What follows belongs to an exercise in optimizing a design on an open flow for small area, a short achievable clock period and few clock cycles; a production flow would make more cautious choices. The RTL was checked by simulation tests, not by an equivalence proof against the original design. No activity file was given, so power comes from the tool's default toggle rates.

==> design.v <==
module cpu_multiciclo #(
  parameter int DATA_W = 32,
  parameter int ADDR_W = 8
) (
  input  logic              clock,
  input  logic              reset,
  output logic              mem_en,
  output logic              mem_we,
  output logic [ADDR_W-1:0] mem_addr,
  output logic [DATA_W-1:0] mem_wdata,
  input  logic [DATA_W-1:0] mem_rdata,
  input  logic              mem_ready,
  output logic              halted,
  output logic [ADDR_W-1:0] pc_out,
  output logic [31:0]       instret,
  input  logic [3:0]        dbg_raddr,
  output logic [DATA_W-1:0] dbg_rdata
);
  localparam int SH_W = $clog2(DATA_W);
  localparam logic [3:0] OP_ADD  = 4'h0;
  localparam logic [3:0] OP_SUB  = 4'h1;
  localparam logic [3:0] OP_AND  = 4'h2;
  localparam logic [3:0] OP_OR   = 4'h3;
  localparam logic [3:0] OP_XOR  = 4'h4;
  localparam logic [3:0] OP_NOT  = 4'h5;
  localparam logic [3:0] OP_SHL  = 4'h6;
  localparam logic [3:0] OP_SHR  = 4'h7;
  localparam logic [3:0] OP_SAR  = 4'h8;
  localparam logic [3:0] OP_MUL  = 4'h9;
  localparam logic [3:0] OP_ADDI = 4'hA;
  localparam logic [3:0] OP_LW   = 4'hB;
  localparam logic [3:0] OP_SW   = 4'hC;
  localparam logic [3:0] OP_BEQ  = 4'hD;
  localparam logic [3:0] OP_JMP  = 4'hE;
  localparam logic [3:0] OP_HALT = 4'hF;
  typedef enum logic [2:0] {
    S_FETCH     = 3'd0,
    S_DECODE    = 3'd1,
    S_EXECUTE   = 3'd2,
    S_MEM       = 3'd3,
    S_WRITEBACK = 3'd4,
    S_HALT      = 3'd5
  } state_t;
  state_t              state_r;
  logic [ADDR_W-1:0]   pc_r;
  logic [ADDR_W-1:0]   pc_next_r;
  logic [31:0]         ir_r;
  logic [DATA_W-1:0]   a_r;
  logic [DATA_W-1:0]   b_r;
  logic [DATA_W-1:0]   alu_r;
  logic [DATA_W-1:0]   mdr_r;
  logic [DATA_W-1:0]   regs_r [16];
  logic [3:0]          opcode_s;
  logic [3:0]          rd_s;
  logic [3:0]          rs1_s;
  logic [3:0]          rs2_s;
  logic [DATA_W-1:0]   imm_s;
  logic [SH_W-1:0]     shamt_s;
  logic [DATA_W-1:0]   alu_s;
  logic [ADDR_W-1:0]   next_pc_s;
  logic                is_mem_s;
  assign opcode_s = ir_r[31:28];
  assign rd_s     = ir_r[27:24];
  assign rs1_s    = ir_r[23:20];
  assign rs2_s    = ir_r[19:16];
  assign imm_s    = {{(DATA_W-16){ir_r[15]}}, ir_r[15:0]};
  assign shamt_s  = b_r[SH_W-1:0];
  assign is_mem_s = (opcode_s == OP_LW) || (opcode_s == OP_SW);
  assign pc_out   = pc_r;
  assign dbg_rdata = (dbg_raddr == 4'd0) ? {DATA_W{1'b0}} : regs_r[dbg_raddr];
  always_comb begin
    alu_s = {DATA_W{1'b0}};
    case (opcode_s)
      OP_ADD:  alu_s = a_r + b_r;
      OP_SUB:  alu_s = a_r - b_r;
      OP_AND:  alu_s = a_r & b_r;
      OP_OR:   alu_s = a_r | b_r;
      OP_XOR:  alu_s = a_r ^ b_r;
      OP_NOT:  alu_s = ~a_r;
      OP_SHL:  alu_s = a_r << shamt_s;
      OP_SHR:  alu_s = a_r >> shamt_s;
      OP_SAR:  alu_s = $unsigned($signed(a_r) >>> shamt_s);
      OP_MUL:  alu_s = a_r * b_r;
      OP_ADDI: alu_s = a_r + imm_s;
      OP_LW:   alu_s = a_r + imm_s;
      OP_SW:   alu_s = a_r + imm_s;
      default: alu_s = {DATA_W{1'b0}};
    endcase
  end
  always_comb begin
    next_pc_s = pc_r + ADDR_W'(1'b1);
    case (opcode_s)
      OP_BEQ: begin
        if (a_r == b_r) begin
          next_pc_s = pc_r + ADDR_W'(1'b1) + imm_s[ADDR_W-1:0];
        end else begin
          next_pc_s = pc_r + ADDR_W'(1'b1);
        end
      end
      OP_JMP:  next_pc_s = ADDR_W'(ir_r[15:0]);
      OP_HALT: next_pc_s = pc_r;
      default: next_pc_s = pc_r + ADDR_W'(1'b1);
    endcase
  end
  always_ff @(posedge clock or posedge reset) begin
    if (reset) begin
      state_r   <= S_FETCH;
      pc_r      <= {ADDR_W{1'b0}};
      pc_next_r <= {ADDR_W{1'b0}};
      ir_r      <= 32'd0;
      a_r       <= {DATA_W{1'b0}};
      b_r       <= {DATA_W{1'b0}};
      alu_r     <= {DATA_W{1'b0}};
      mdr_r     <= {DATA_W{1'b0}};
      mem_en    <= 1'b0;
      mem_we    <= 1'b0;
      mem_addr  <= {ADDR_W{1'b0}};
      mem_wdata <= {DATA_W{1'b0}};
      halted    <= 1'b0;
      instret   <= 32'd0;
      for (int i = 0; i < 16; i++) begin
        regs_r[i] <= {DATA_W{1'b0}};
      end
    end else begin
      case (state_r)
        S_FETCH: begin
          if (!mem_en) begin
            mem_en   <= 1'b1;
            mem_we   <= 1'b0;
            mem_addr <= pc_r;
          end else if (mem_ready) begin
            ir_r    <= mem_rdata[31:0];
            mem_en  <= 1'b0;
            state_r <= S_DECODE;
          end
        end
        S_DECODE: begin
          a_r     <= regs_r[rs1_s];
          b_r     <= regs_r[rs2_s];
          state_r <= S_EXECUTE;
        end
        S_EXECUTE: begin
          alu_r     <= alu_s;
          pc_next_r <= next_pc_s;
          if (is_mem_s) begin
            mem_en   <= 1'b1;
            mem_we   <= (opcode_s == OP_SW);
            mem_addr <= alu_s[ADDR_W-1:0];
            if (opcode_s == OP_SW) begin
              mem_wdata <= b_r;
            end
            state_r  <= S_MEM;
          end else begin
            state_r  <= S_WRITEBACK;
          end
        end
        S_MEM: begin
          if (mem_ready) begin
            if (opcode_s == OP_LW) begin
              mdr_r <= mem_rdata;
            end
            mem_en  <= 1'b0;
            mem_we  <= 1'b0;
            state_r <= S_WRITEBACK;
          end
        end
        S_WRITEBACK: begin
          if ((opcode_s <= OP_LW) && (rd_s != 4'd0)) begin
            regs_r[rd_s] <= (opcode_s == OP_LW) ? mdr_r : alu_r;
          end
          pc_r    <= pc_next_r;
          instret <= instret + 32'd1;
          if (opcode_s == OP_HALT) begin
            halted  <= 1'b1;
            state_r <= S_HALT;
          end else begin
            mem_en   <= 1'b1;
            mem_we   <= 1'b0;
            mem_addr <= pc_next_r;
            state_r  <= S_FETCH;
          end
        end
        S_HALT: begin
          state_r <= S_HALT;
        end
        default: begin
          state_r <= S_FETCH;
        end
      endcase
    end
  end
endmodule
==> run.sh <==
#!/bin/bash
# synth_recipe.tcl (not shown) runs the flow's synth.tcl, then flattens the netlist and writes it again
# the make line also repeats each setting of config.mk as NAME=value (left out here)
make -C /OpenROAD-flow-scripts/flow DESIGN_CONFIG=/design/flow/config.mk WORK_HOME=/design/flow/orfs CLKGATE_MAP_FILE= SYNTH_SCRIPT=/design/flow/synth_recipe.tcl finish
==> config.mk <==
export PLATFORM = sky130hd
export DESIGN_NAME = cpu_multiciclo
export DESIGN_NICKNAME = cpu_multiciclo
export VERILOG_FILES = /design/flow/design.v
export SDC_FILE = /design/flow/constraint.sdc
export NUM_CORES = 4
export LEC_CHECK = 0
export CAP_MARGIN = 30
export CORE_MARGIN = 2
export CORE_UTILIZATION = 30
export SLEW_MARGIN = 30
==> constraint.sdc <==
create_clock -name core_clock -period 10.0 [get_ports {clock}]
set_input_delay 2.0000 -clock core_clock [delete_from_list [all_inputs] [get_ports {clock}]]
set_output_delay 2.0000 -clock core_clock [all_outputs]
set_load 0.01 [all_outputs]
==> summary.md <==
| Metric | Value |
|---|---|
| RePlAce Congestion | `1.00` |
| Seq cells post-synth | `between 700 and 800` |
| Internal | `around 0.0096 W` |
| Clock sink count | `766` |
| Max-slew violations | `0` |
| DR pass1 iterations | `11` |
| Unique cell type count in the Yosys netlist | `102` |
| Fraction of layout cells with a size suffix above 1 | `9.41%` |
| Setup Fix Bufs, Post-CTS | `0` |
| I/O pin total | `154` |
| Sw Ratio | `about 52%` |
| Largest net degree at the start of global routing | `~160` |
| Final Critical Period | `between 8 and 9 ns` |
| GRT Residual Overflow | `0` |
| Vias | `59100` |
| Die W | `about 450 um` |
| CTS tree | `yes` |
| Synth Flop Type | `dfrtp_1` |
| Area growth from synthesis to layout | `13.5%` |
| CP max stage delay | `0.76 ns` |
| Max cap viols | `0` |
| Drt drc | `0` |
| Core Util, Final | `34.3%` |
| Crit-path leading delay family | `adder cells` |
| Buf+Inv Stages, Crit Path | `5` |
| GRT Resource Usage Total | `between 20% and 30%` |
| Hold Worst Slack | `0.407 ns` |
| Cells after DPL | `9382` |
| Num rows | `approximately 170` |
| Commonest cells after routing, fill and taps aside | `832 x nor2_1, 759 x dfrtp_1, 700 x nand2_1, 534 x a21oi_1, 465 x a22oi_1` |
| Antenna violations before repair | `23` |
| Vias in the first global route | `57600` |
| Num CTS Buffers | `92` |
| Sequential share of power | `between 20% and 30%` |
| Fin. Hold Viols | `0` |
| Final net count | `7519` |
| Status | `complete, no violations` |
| Share of the synthesized area in the top cell type | `a little under a third` |
| CTS Hold Bufs | `0` |
| Worst clock skew | `~0.07 ns` |
| Ys async rst share | `between 90% and 100%` |
| DR WL/cell | `31.0 um` |
| Clock network fraction of design power | `18.4%` |
| DP Wirelength | `between 150000 and 200000 um` |
| Final cell count without fillers | `around 9600` |
| Post-synth EDFFs | `0` |
| Initial Util | `between 30% and 40%` |
| Core Box Area | `~200000 sq um` |
| Tightest Pin Transition | `~1.1 ns` |
| H-tree depth | `3` |
| VDD IR max | `188 uV` |
| RSZ-0062 raised after global routing | `false` |
| Root buf cell | `clkbuf_16` |
| Post-DP Area | `between 60000 and 70000 sq um` |
| Power per cell area | `290 nW/um^2` |
| CP arrival | `about 9 ns` |
| Slew HR | `about a quarter` |
| Yosys top cell by area | `dfrtp_1` |
| Synth top area cells | `dfrtp_1 31%, fa_1 13%, a22oi_1 5.7%` |
| Worst Hold Class | `reg -> reg` |
| Seq/Total Area, Yosys | `between 30% and 40%` |
| Critical Path Fanout Max | `23` |
| Synthesis Warnings | `2` |
| Vias per inst | `around 6.2` |
| Avg Cell Area, Syn | `between 8 and 9 sq um` |
| Crit Path Class | `reg -> reg` |
| Worst path slowest cell | `inv_1` |
| Tcrit/Tclk final | `between 80% and 90%` |
| Drt total wl | `roughly 300000 um` |
| Clk slew on worst S/H paths | `roughly 0.080 ns` |
| Mapped Cells | `between 6000 and 7000` |
| CP Cell Sequence | `inv_1 -> nor2_1 -> fa_1 -> fa_1 -> fa_1 -> inv_1 -> fa_1 -> inv_1 -> fa_1 -> inv_1 -> fa_1 -> inv_1 -> fa_1 -> fa_1 -> ha_1 -> a21o_1 -> a311o_1 -> nand2b_1 -> or4_4 -> a311oi_4 -> o211ai_1 -> a21oi_1 -> nand3b_1 -> a31oi_1` |
| Crit end category | `register` |
| Leak Pwr | `~29 nW` |
| Final ANT Viol Nets | `0` |
| Die footprint | `207000 sq um` |
| CTS-repair resized insts | `0` |
| Die span in y | `around 450 um` |
| # port buffers | `about 150` |
| Fin area | `approximately 69000 sq um` |
| Max Fclk | `0.120 GHz` |
| Most common cell on crit path | `fa_1` |
| Required time worst endpoint | `roughly 11 ns` |
| Synthesized net count | `roughly 7600` |
| Initial DRC count | `slightly above 10000` |
| Logic pwr share | `between 50 and 60%` |
| Synth Cell Area | `61000 sq um` |
| Leading cell type in the layout, fill and taps excluded | `nor2_1` |
| Final setup viols | `0` |
| Tot Pwr | `approximately 0.020 W` |
| Clk buf depth | `3` |
| Sw power | `about 0.010 W` |
| First-pass GRT wire length | `422000 um` |
| CP Launch Type | `register` |
| Clk latency of the worst-skew pair | `0.77 ns` |
[worst paths after layout]
path                                           from  depth (start not counted)  slack (ns)                         end
hold / removal             regs_r[0][8]$_DFFE_PP0P_                          0        0.41    regs_r[0][8]$_DFFE_PP0P_
setup reg to reg                 b_r[5]$_DFFE_PP0P_                         24        1.63       alu_r[31]$_DFFE_PP0P_
min in group asynchronous                     reset                          3        1.77  regs_r[11][28]$_DFFE_PP0P_
max in group asynchronous                     reset                          5        6.46     mem_addr[7]$_DFFE_PP0P_
hold reg to reg            regs_r[0][8]$_DFFE_PP0P_                          0        0.41    regs_r[0][8]$_DFFE_PP0P_
setup / recovery                 b_r[5]$_DFFE_PP0P_                         24        1.63       alu_r[31]$_DFFE_PP0P_
[logic make-up after synthesis]
family,synth area share [%]
and+or+nand+nor,14.4
DFF,31.4
muxes,5.10
buffers and inverters,6.44
xor gates and xnor gates,2.36
AOI/OAI and AO/OA,21.4
adders and majority gates,18.8
[power groups by stage]
stage | clock network [W] | logic, W | registers, W
3_5_place_dp | 0 | 0.0106 | 0.00517
2_1_floorplan | 0 | 0.00653 | 0.00461
4_1_cts | 0.00373 | 0.0107 | 0.00512
6_report | 0.00370 | 0.0112 | 0.00520
5_1_grt | 0.00386 | 0.0118 | 0.00527
3_3_place_gp | 0 | 0.0106 | 0.00515
[cell type report]
type	count	area, sq um
tap	2672	3340
antenna	3	7.51
sequential	766	19200
clock buffer	118	2550
timing repair buffer	374	3350
inverter	459	1730
multi-input combinational	5117	38400
fill	20600	133000
clock inverter	49	703
[cell usage after synthesis, types with 21 or more instances]
cell type	instances
o22ai_1	90
xor2_1	45
a22oi_1	465
o21ai_1	84
mux2i_1	78
o21ai_0	353
clkbuf_1	495
nand4_1	101
nor3_1	67
nand2b_1	29
inv_1	443
nand2_1	706
dfrtp_1	766
and3_1	21
a22o_1	80
a31oi_1	65
buf_1	42
buf_2	27
and4_1	38
mux2_2	94
a211oi_1	25
nor2_1	866
a222oi_1	35
xnor2_1	117
a21o_1	24
ha_1	259
nor4_1	22
a221oi_1	92
nand3_1	94
nor2b_1	27
a21oi_1	535
fa_1	411
mux4_2	56
[registers in the layout, indices dropped and copies added (netlist names), 32 cells and up]
signal     cells
b_r           32
mem_wdata     32
mdr_r         32
instret       32
alu_r         32
a_r           32
regs_r       512
ir_r          32
[metrics by stage]
stage               setup TNS, ns  setup slack, ns
floorplan                -1918.95            -2.51
global placement                0             1.81
detailed placement              0             1.72
CTS                             0             1.67
global route                    0             1.36
finish                          0             1.63
[per-layer routing]
metal | part of all wire (%) | GRT usage (%) | vias up
li1 | - | - | 24100
met1 | 37 | 35.4 | 28900
met2 | 42 | 41.0 | 4755
met3 | 14 | 10.7 | 1337
met4 | 6.7 | 15.4 | 30
met5 | 0.076 | 0.0689 | -
[worst reg2reg max path, stage by stage (launching register included)]
cell,delay (ns)
dfrtp_1,0.52
inv_1,0.76
nor2_1,0.17
fa_1,0.60
fa_1,0.44
fa_1,0.51
inv_1,0.05
fa_1,0.47
inv_1,0.05
fa_1,0.50
inv_1,0.06
fa_1,0.57
inv_1,0.08
fa_1,0.50
fa_1,0.43
ha_1,0.36
a21o_1,0.21
a311o_1,0.37
nand2b_1,0.14
or4_4,0.49
a311oi_4,0.33
o211ai_1,0.20
a21oi_1,0.15
nand3b_1,0.14
a31oi_1,0.10
Testbench counts, summed over its fixed seeds: cycles 54,931.

[what the ideal ports hide]
In the flow no input, the clock included, has a driving cell. The finished layout below was timed again as built, in two steps.
Step 1, drivers: a clkbuf_16 drives clock and a buf_2 each remaining input, both assumed.
Step 2 times the ports against the registers' clock, not the clock port: input delays grow and output delays shrink by t, the midpoint of the rising clock arrivals with the driver on.
Slacks: no drivers / after step 1 / after step 2; pairs: no drivers / after step 1.
shift t [ns]: 0.828
setup WS [ns]: 1.632 / 1.632 / 1.632
slew at the worst register clock pin (ns): 0.08 / 0.08
pins driven straight from the clock port: 1
After both steps setup and hold are still met in this run. For this run, drivers alone change the setup slack by 0.000 ns; drivers and shift together by 0.000 ns.
